What follows belongs to an exercise in optimizing a design on an open flow for small area, a short achievable clock period and few clock cycles per item; a production flow would make more cautious choices. Only simulation tests tie the RTL to the original design; equivalence was not proved.

==> inputs of build 55 <==
// cosine_similarity_stream_core
module cosine_similarity_stream_core (
  input  logic                                clk,
  input  logic                                rst_n,
  input  logic                                in_push,
  output logic                                in_full,
  input  logic signed [csim_pkg::ELEM_W-1:0]  in_a_value,
  input  logic signed [csim_pkg::ELEM_W-1:0]  in_b_value,
  input  logic                                in_is_last,
  input  logic                                out_pop,
  output logic                                out_empty,
  output logic signed [csim_pkg::SIM_W-1:0]   out_similarity,
  output logic                                out_status
);
==> module csim_back, before the edit <==
module csim_back (
  input  logic                                clk,
  input  logic                                rst_n,
  input  logic                                rst_d,
  input  logic                                s_full,
  input  logic [43:0]                         s_dot,
  input  logic [42:0]                         s_na,
  input  logic [42:0]                         s_nb,
  output logic                                s_take,
  output logic                                eng_soon_nxt,
  input  logic                                out_pop,
  output logic                                out_empty,
  output logic signed [csim_pkg::SIM_W-1:0]   out_similarity,
  output logic                                out_status
);
  logic         mul_r, sqrt_r, fin_r;
  logic         mul_ra, mul_pa;           
  logic [4:0]   cnt_r;
  logic [103:0] r_r;
  logic [101:0] pa_r;
  logic [86:0]  p_r;
  logic [15:0]  m_r;
  logic         neg_r, stat_r, ovf_r;
  logic         oval_r, ostat_r;
  logic [15:0]  osim_r;
  logic         idle, cnt_z, wr_out, bit_y, ovf;
  logic         mul_nxt, sqrt_nxt, fin_nxt, idle_nxt, oval_nxt, cnt_z_nxt;
  logic [4:0]   cnt_nxt;
  logic         skip;
  logic [43:0]  mag, mul_mag;
  logic [42:0]  mul_na;
  logic [1:0]   dr, dp;
  logic [105:0] rx, ry, rz, rs, rc, rsum;
  logic [103:0] px, py, pz, ps, pc, psum;
  logic [15:0]  q;
  logic [15:0]  sim_val;
  assign idle    = ~mul_r & ~sqrt_r & ~fin_r;
  assign cnt_z   = (cnt_r == 5'd0);
  assign mul_mag = pa_r[86:43];
  assign mul_na  = pa_r[42:0];
  assign dr      = r_r[103:102];
  assign dp      = p_r[86:85];
  assign rx   = mul_ra ? {2'b00, r_r[101:0], 2'b00} : {r_r, 2'b01};
  assign ry   = mul_ra ? (dr[1] ? {61'd0, mul_mag, 1'b0} : 106'd0) : ~{2'b00, pa_r, 2'b00};
  assign rz   = mul_ra ? (dr[0] ? {62'd0, mul_mag} : 106'd0) : ~{19'd0, p_r};
  assign rs   = rx ^ ry ^ rz;
  assign rc   = {(rx[104:0] & ry[104:0]) | (rz[104:0] & (rx[104:0] ^ ry[104:0])), ~mul_ra};
  assign rsum = rs + rc;
  assign px   = mul_pa ? {17'd0, p_r[84:0], 2'b00} : {1'b0, pa_r, 1'b0};
  assign py   = mul_pa ? (dp[1] ? {60'd0, mul_na, 1'b0} : 104'd0) : {17'd0, p_r};
  assign pz   = mul_pa ? (dp[0] ? {61'd0, mul_na} : 104'd0) : 104'd0;
  assign ps   = px ^ py ^ pz;
  assign pc   = {(px[102:0] & py[102:0]) | (pz[102:0] & (px[102:0] ^ py[102:0])), 1'b0};
  assign psum = ps + pc;
  assign ovf   = ovf_r | (r_r[103:102] != 2'b00);
  assign bit_y = ovf | ~rsum[105];
  assign mag = s_dot[43] ? (44'd0 - s_dot) : s_dot;
  assign skip = (mag[43:36] == 8'd0) & (s_nb[42:36] == 7'd0);
  assign wr_out = fin_r & ~oval_r;
  assign s_take = s_full & (idle | wr_out);
  assign eng_soon_nxt = idle_nxt | ((fin_nxt | (sqrt_nxt & cnt_z_nxt)) & ~oval_nxt);
  assign q = {1'b0, m_r[15:1]} + {15'd0, m_r[0]};
  always_comb begin
    if (stat_r)     sim_val = 16'd0;
    else if (neg_r) sim_val = 16'd0 - q;
    else            sim_val = q[15] ? 16'h7FFF : q;
  end
  assign mul_nxt   = s_take | (mul_r & ~cnt_z);
  assign sqrt_nxt  = (mul_r & cnt_z) | (sqrt_r & ~cnt_z);
  assign fin_nxt   = (sqrt_r & cnt_z) | (fin_r & ~wr_out);
  assign idle_nxt  = ~mul_nxt & ~sqrt_nxt & ~fin_nxt;
  assign oval_nxt  = wr_out | (oval_r & ~out_pop);
  assign cnt_nxt   = s_take ? (skip ? 5'd17 : 5'd21) : (mul_r & cnt_z) ? 5'd15 : (mul_r | sqrt_r) ? cnt_r - 5'd1 : cnt_r;
  assign cnt_z_nxt = (cnt_nxt == 5'd0);
  always_ff @(posedge clk) begin
    if (!rst_n) oval_r <= 1'b0;
    else        oval_r <= oval_nxt;
    if (!rst_d) begin
      mul_r  <= 1'b0;
      mul_ra <= 1'b0;
      mul_pa <= 1'b0;
      sqrt_r <= 1'b0;
      fin_r  <= 1'b0;
    end else begin
      mul_r  <= mul_nxt;
      mul_ra <= s_take | (mul_ra & ~cnt_z);
      mul_pa <= s_take | (mul_pa & ~cnt_z);
      sqrt_r <= sqrt_nxt;
      fin_r  <= fin_nxt;
    end
  end
  always_ff @(posedge clk) begin
    if (s_take) begin
      r_r  <= skip ? {mag[35:0], 68'd0} : {mag, 60'd0};
      pa_r <= {15'd0, mag, s_na};
      p_r  <= skip ? {s_nb[35:0], 51'd0} : {1'b0, s_nb, 43'd0};
    end else if (mul_r) begin
      r_r  <= rsum[103:0];
      p_r  <= psum[86:0];
      pa_r <= cnt_z ? 102'd0 : pa_r;
    end else begin
      r_r  <= bit_y ? rsum[103:0] : {r_r[101:0], 2'b00};
      pa_r <= bit_y ? psum[101:0] : {pa_r[100:0], 1'b0};
    end
  end
  always_ff @(posedge clk) begin
    if (s_take) begin
      neg_r  <= s_dot[43];
      stat_r <= (s_na == 43'd0) | (s_nb == 43'd0);
    end else if (mul_r) begin
      ovf_r <= 1'b0;
    end else if (sqrt_r) begin
      m_r   <= {m_r[14:0], bit_y};
      ovf_r <= ovf;
    end
    cnt_r <= cnt_nxt;
    if (wr_out) begin
      osim_r  <= sim_val;
      ostat_r <= stat_r;
    end
  end
  assign out_empty      = ~oval_r;
  assign out_similarity = osim_r;
  assign out_status     = ostat_r;
endmodule
clock: 16.0 ns
lec_check: 0
cap_margin: 20
core_margin: 2
core_utilization: 60
cts_buf_list: sky130_fd_sc_hd__clkbuf_8
cts_cluster_size: 20
slew_margin: 20
tns_end_percent: 10
standard.sh (not shown) runs the stock make flow with config.mk's settings and CLKGATE_MAP_FILE= SYNTH_SCRIPT=/design/flow/synth_recipe.tcl, a recipe that flattens the netlist after the stock synthesis.
==> flow/flow/run.sh <==
#!/bin/bash
# Own flow: the standard layout (standard.sh, unchanged synthesis, same SDC and
# clock period), with repair_timing asked to keep a larger setup margin so that the
# layout is optimised for a shorter achieved period. make's full output goes to
# flow_make.log here; ORFS also keeps each step's log under orfs/logs/.
set -euo pipefail
bash standard.sh SETUP_SLACK_MARGIN=11.5 finish > flow_make.log 2>&1
==> build 90: changes against build 55 <==
--- a/flow/design.v
+++ b/flow/design.v
@@ -1284,5 +1284,7 @@
 );
   logic         mul_r, sqrt_r, fin_r;
-  logic         mul_ra, mul_pa;           
+  logic         mul_rx, mul_ry, mul_rz;   
+  logic         mul_px, mul_py, mul_pz;
+  logic [1:0]   dr_r, dp_r;               
   logic [4:0]   cnt_r;
   logic [103:0] r_r;
@@ -1291,5 +1293,5 @@
   logic [15:0]  m_r;
   logic         neg_r, stat_r, ovf_r;
-  logic         oval_r, ostat_r;
+  logic         oval_r, oempty_r, ostat_r;
   logic [15:0]  osim_r;
   logic         idle, cnt_z, wr_out, bit_y, ovf;
@@ -1308,15 +1310,15 @@
   assign mul_mag = pa_r[86:43];
   assign mul_na  = pa_r[42:0];
-  assign dr      = r_r[103:102];
-  assign dp      = p_r[86:85];
-  assign rx   = mul_ra ? {2'b00, r_r[101:0], 2'b00} : {r_r, 2'b01};
-  assign ry   = mul_ra ? (dr[1] ? {61'd0, mul_mag, 1'b0} : 106'd0) : ~{2'b00, pa_r, 2'b00};
-  assign rz   = mul_ra ? (dr[0] ? {62'd0, mul_mag} : 106'd0) : ~{19'd0, p_r};
+  assign dr      = dr_r;
+  assign dp      = dp_r;
+  assign rx   = mul_rx ? {2'b00, r_r[101:0], 2'b00} : {r_r, 2'b01};
+  assign ry   = mul_ry ? (dr[1] ? {61'd0, mul_mag, 1'b0} : 106'd0) : ~{2'b00, pa_r, 2'b00};
+  assign rz   = mul_rz ? (dr[0] ? {62'd0, mul_mag} : 106'd0) : ~{19'd0, p_r};
   assign rs   = rx ^ ry ^ rz;
-  assign rc   = {(rx[104:0] & ry[104:0]) | (rz[104:0] & (rx[104:0] ^ ry[104:0])), ~mul_ra};
+  assign rc   = {(rx[104:0] & ry[104:0]) | (rz[104:0] & (rx[104:0] ^ ry[104:0])), ~mul_rz};
   assign rsum = rs + rc;
-  assign px   = mul_pa ? {17'd0, p_r[84:0], 2'b00} : {1'b0, pa_r, 1'b0};
-  assign py   = mul_pa ? (dp[1] ? {60'd0, mul_na, 1'b0} : 104'd0) : {17'd0, p_r};
-  assign pz   = mul_pa ? (dp[0] ? {61'd0, mul_na} : 104'd0) : 104'd0;
+  assign px   = mul_px ? {17'd0, p_r[84:0], 2'b00} : {1'b0, pa_r, 1'b0};
+  assign py   = mul_py ? (dp[1] ? {60'd0, mul_na, 1'b0} : 104'd0) : {17'd0, p_r};
+  assign pz   = mul_pz ? (dp[0] ? {61'd0, mul_na} : 104'd0) : 104'd0;
   assign ps   = px ^ py ^ pz;
   assign pc   = {(px[102:0] & py[102:0]) | (pz[102:0] & (px[102:0] ^ py[102:0])), 1'b0};
@@ -1326,5 +1328,5 @@
   assign mag = s_dot[43] ? (44'd0 - s_dot) : s_dot;
   assign skip = (mag[43:36] == 8'd0) & (s_nb[42:36] == 7'd0);
-  assign wr_out = fin_r & ~oval_r;
+  assign wr_out = fin_r & ~oval_r & rst_d;
   assign s_take = s_full & (idle | wr_out);
   assign eng_soon_nxt = idle_nxt | ((fin_nxt | (sqrt_nxt & cnt_z_nxt)) & ~oval_nxt);
@@ -1343,16 +1345,29 @@
   assign cnt_z_nxt = (cnt_nxt == 5'd0);
   always_ff @(posedge clk) begin
-    if (!rst_n) oval_r <= 1'b0;
-    else        oval_r <= oval_nxt;
+    if (!rst_n) begin
+      oval_r   <= 1'b0;
+      oempty_r <= 1'b1;
+    end else begin
+      oval_r   <= oval_nxt;
+      oempty_r <= ~oval_nxt;
+    end
     if (!rst_d) begin
       mul_r  <= 1'b0;
-      mul_ra <= 1'b0;
-      mul_pa <= 1'b0;
+      mul_rx <= 1'b0;
+      mul_ry <= 1'b0;
+      mul_rz <= 1'b0;
+      mul_px <= 1'b0;
+      mul_py <= 1'b0;
+      mul_pz <= 1'b0;
       sqrt_r <= 1'b0;
       fin_r  <= 1'b0;
     end else begin
       mul_r  <= mul_nxt;
-      mul_ra <= s_take | (mul_ra & ~cnt_z);
-      mul_pa <= s_take | (mul_pa & ~cnt_z);
+      mul_rx <= s_take | (mul_rx & ~cnt_z);
+      mul_ry <= s_take | (mul_ry & ~cnt_z);
+      mul_rz <= s_take | (mul_rz & ~cnt_z);
+      mul_px <= s_take | (mul_px & ~cnt_z);
+      mul_py <= s_take | (mul_py & ~cnt_z);
+      mul_pz <= s_take | (mul_pz & ~cnt_z);
       sqrt_r <= sqrt_nxt;
       fin_r  <= fin_nxt;
@@ -1364,7 +1379,11 @@
       pa_r <= {15'd0, mag, s_na};
       p_r  <= skip ? {s_nb[35:0], 51'd0} : {1'b0, s_nb, 43'd0};
+      dr_r <= skip ? mag[35:34] : mag[43:42];
+      dp_r <= skip ? s_nb[35:34] : {1'b0, s_nb[42]};
     end else if (mul_r) begin
       r_r  <= rsum[103:0];
       p_r  <= psum[86:0];
+      dr_r <= r_r[101:100];
+      dp_r <= p_r[84:83];
       pa_r <= cnt_z ? 102'd0 : pa_r;
     end else begin
@@ -1389,5 +1408,5 @@
     end
   end
-  assign out_empty      = ~oval_r;
+  assign out_empty      = oempty_r;
   assign out_similarity = osim_r;
   assign out_status     = ostat_r;
==> notes <==
- Against build 90, the synthesized cell count of build 55 is smaller by 1.2%.
- Maximum frequency: build 55 is higher than build 90 (6.9%).
- Of build 90 and build 55, build 90 has the higher final cell count (gap 1.7%, measured against build 55).
- In build 55 the sequential share of layout area is higher than in build 90, by 0.082 points.
- Flip-flop and latch count: build 55 is lower than build 90 (9).
==> figures <==
quantity                                                        build 55        build 90
Result of the run                       no timing/DRC/antenna violations  no timing/DRC/antenna violations
Multi-Input Combinational                                           5553            5613
Die Outline Area                                              0.1133 mm²      0.1137 mm²
Total length of routed met3 wires                               26060 µm        26480 µm
Average footprint of a synthesized cell                        9.030 µm²       8.952 µm²
Violation count after the first detailed-routing iteration          6830            7025
Register share of the cell area                                   25.69%          25.61%
RR Startpoint                                               u_back.mul_r  u_back.dp_r[1]
Max Clock Skew                                                  40.19 ps        54.39 ps
Total standard cell area after synthesis                     0.06638 mm²     0.06664 mm²
Starting Density                                                  60.23%          60.38%
Non-clock buffer count in the final layout                           362             421
Post-CTS setup buffer count                                          121             191
Testbench counts of build 55, summed over its fixed seeds: cycles 20,537, vectors 384.
Testbench counts of build 90, summed over its fixed seeds: cycles 20,537, vectors 384.

separate check: timing with driven ports:
The flow's constraints put no driver on any port. The routed layouts listed below were extracted and timed again, unchanged, in two steps. Step 1 assumes that a clkbuf_16 drives the clock port and a buf_2 every other input. Step 2 also shifts input and output timing later by t, the mid clock arrival at the registers, as if the neighbouring blocks saw the same clock. Three values: no drivers, after step 1, after step 2; two values: the first two.
| run | t (ns) | setup slack, ns | worst setup path at the end | worst slew at a driven data input, ns |
|---|---|---|---|---|
| build 55 | 0.937 | 10.877 / 10.877 / 10.346 | input to register | 0.11 |
| build 90 | 0.993 | 10.523 / 10.523 / 10.523 | register to register | 0.07 |
After both steps setup and hold are still met in every run listed. For build 55, which loses most, drivers alone change the setup slack by 0.000 ns; drivers and shift together by -0.531 ns.
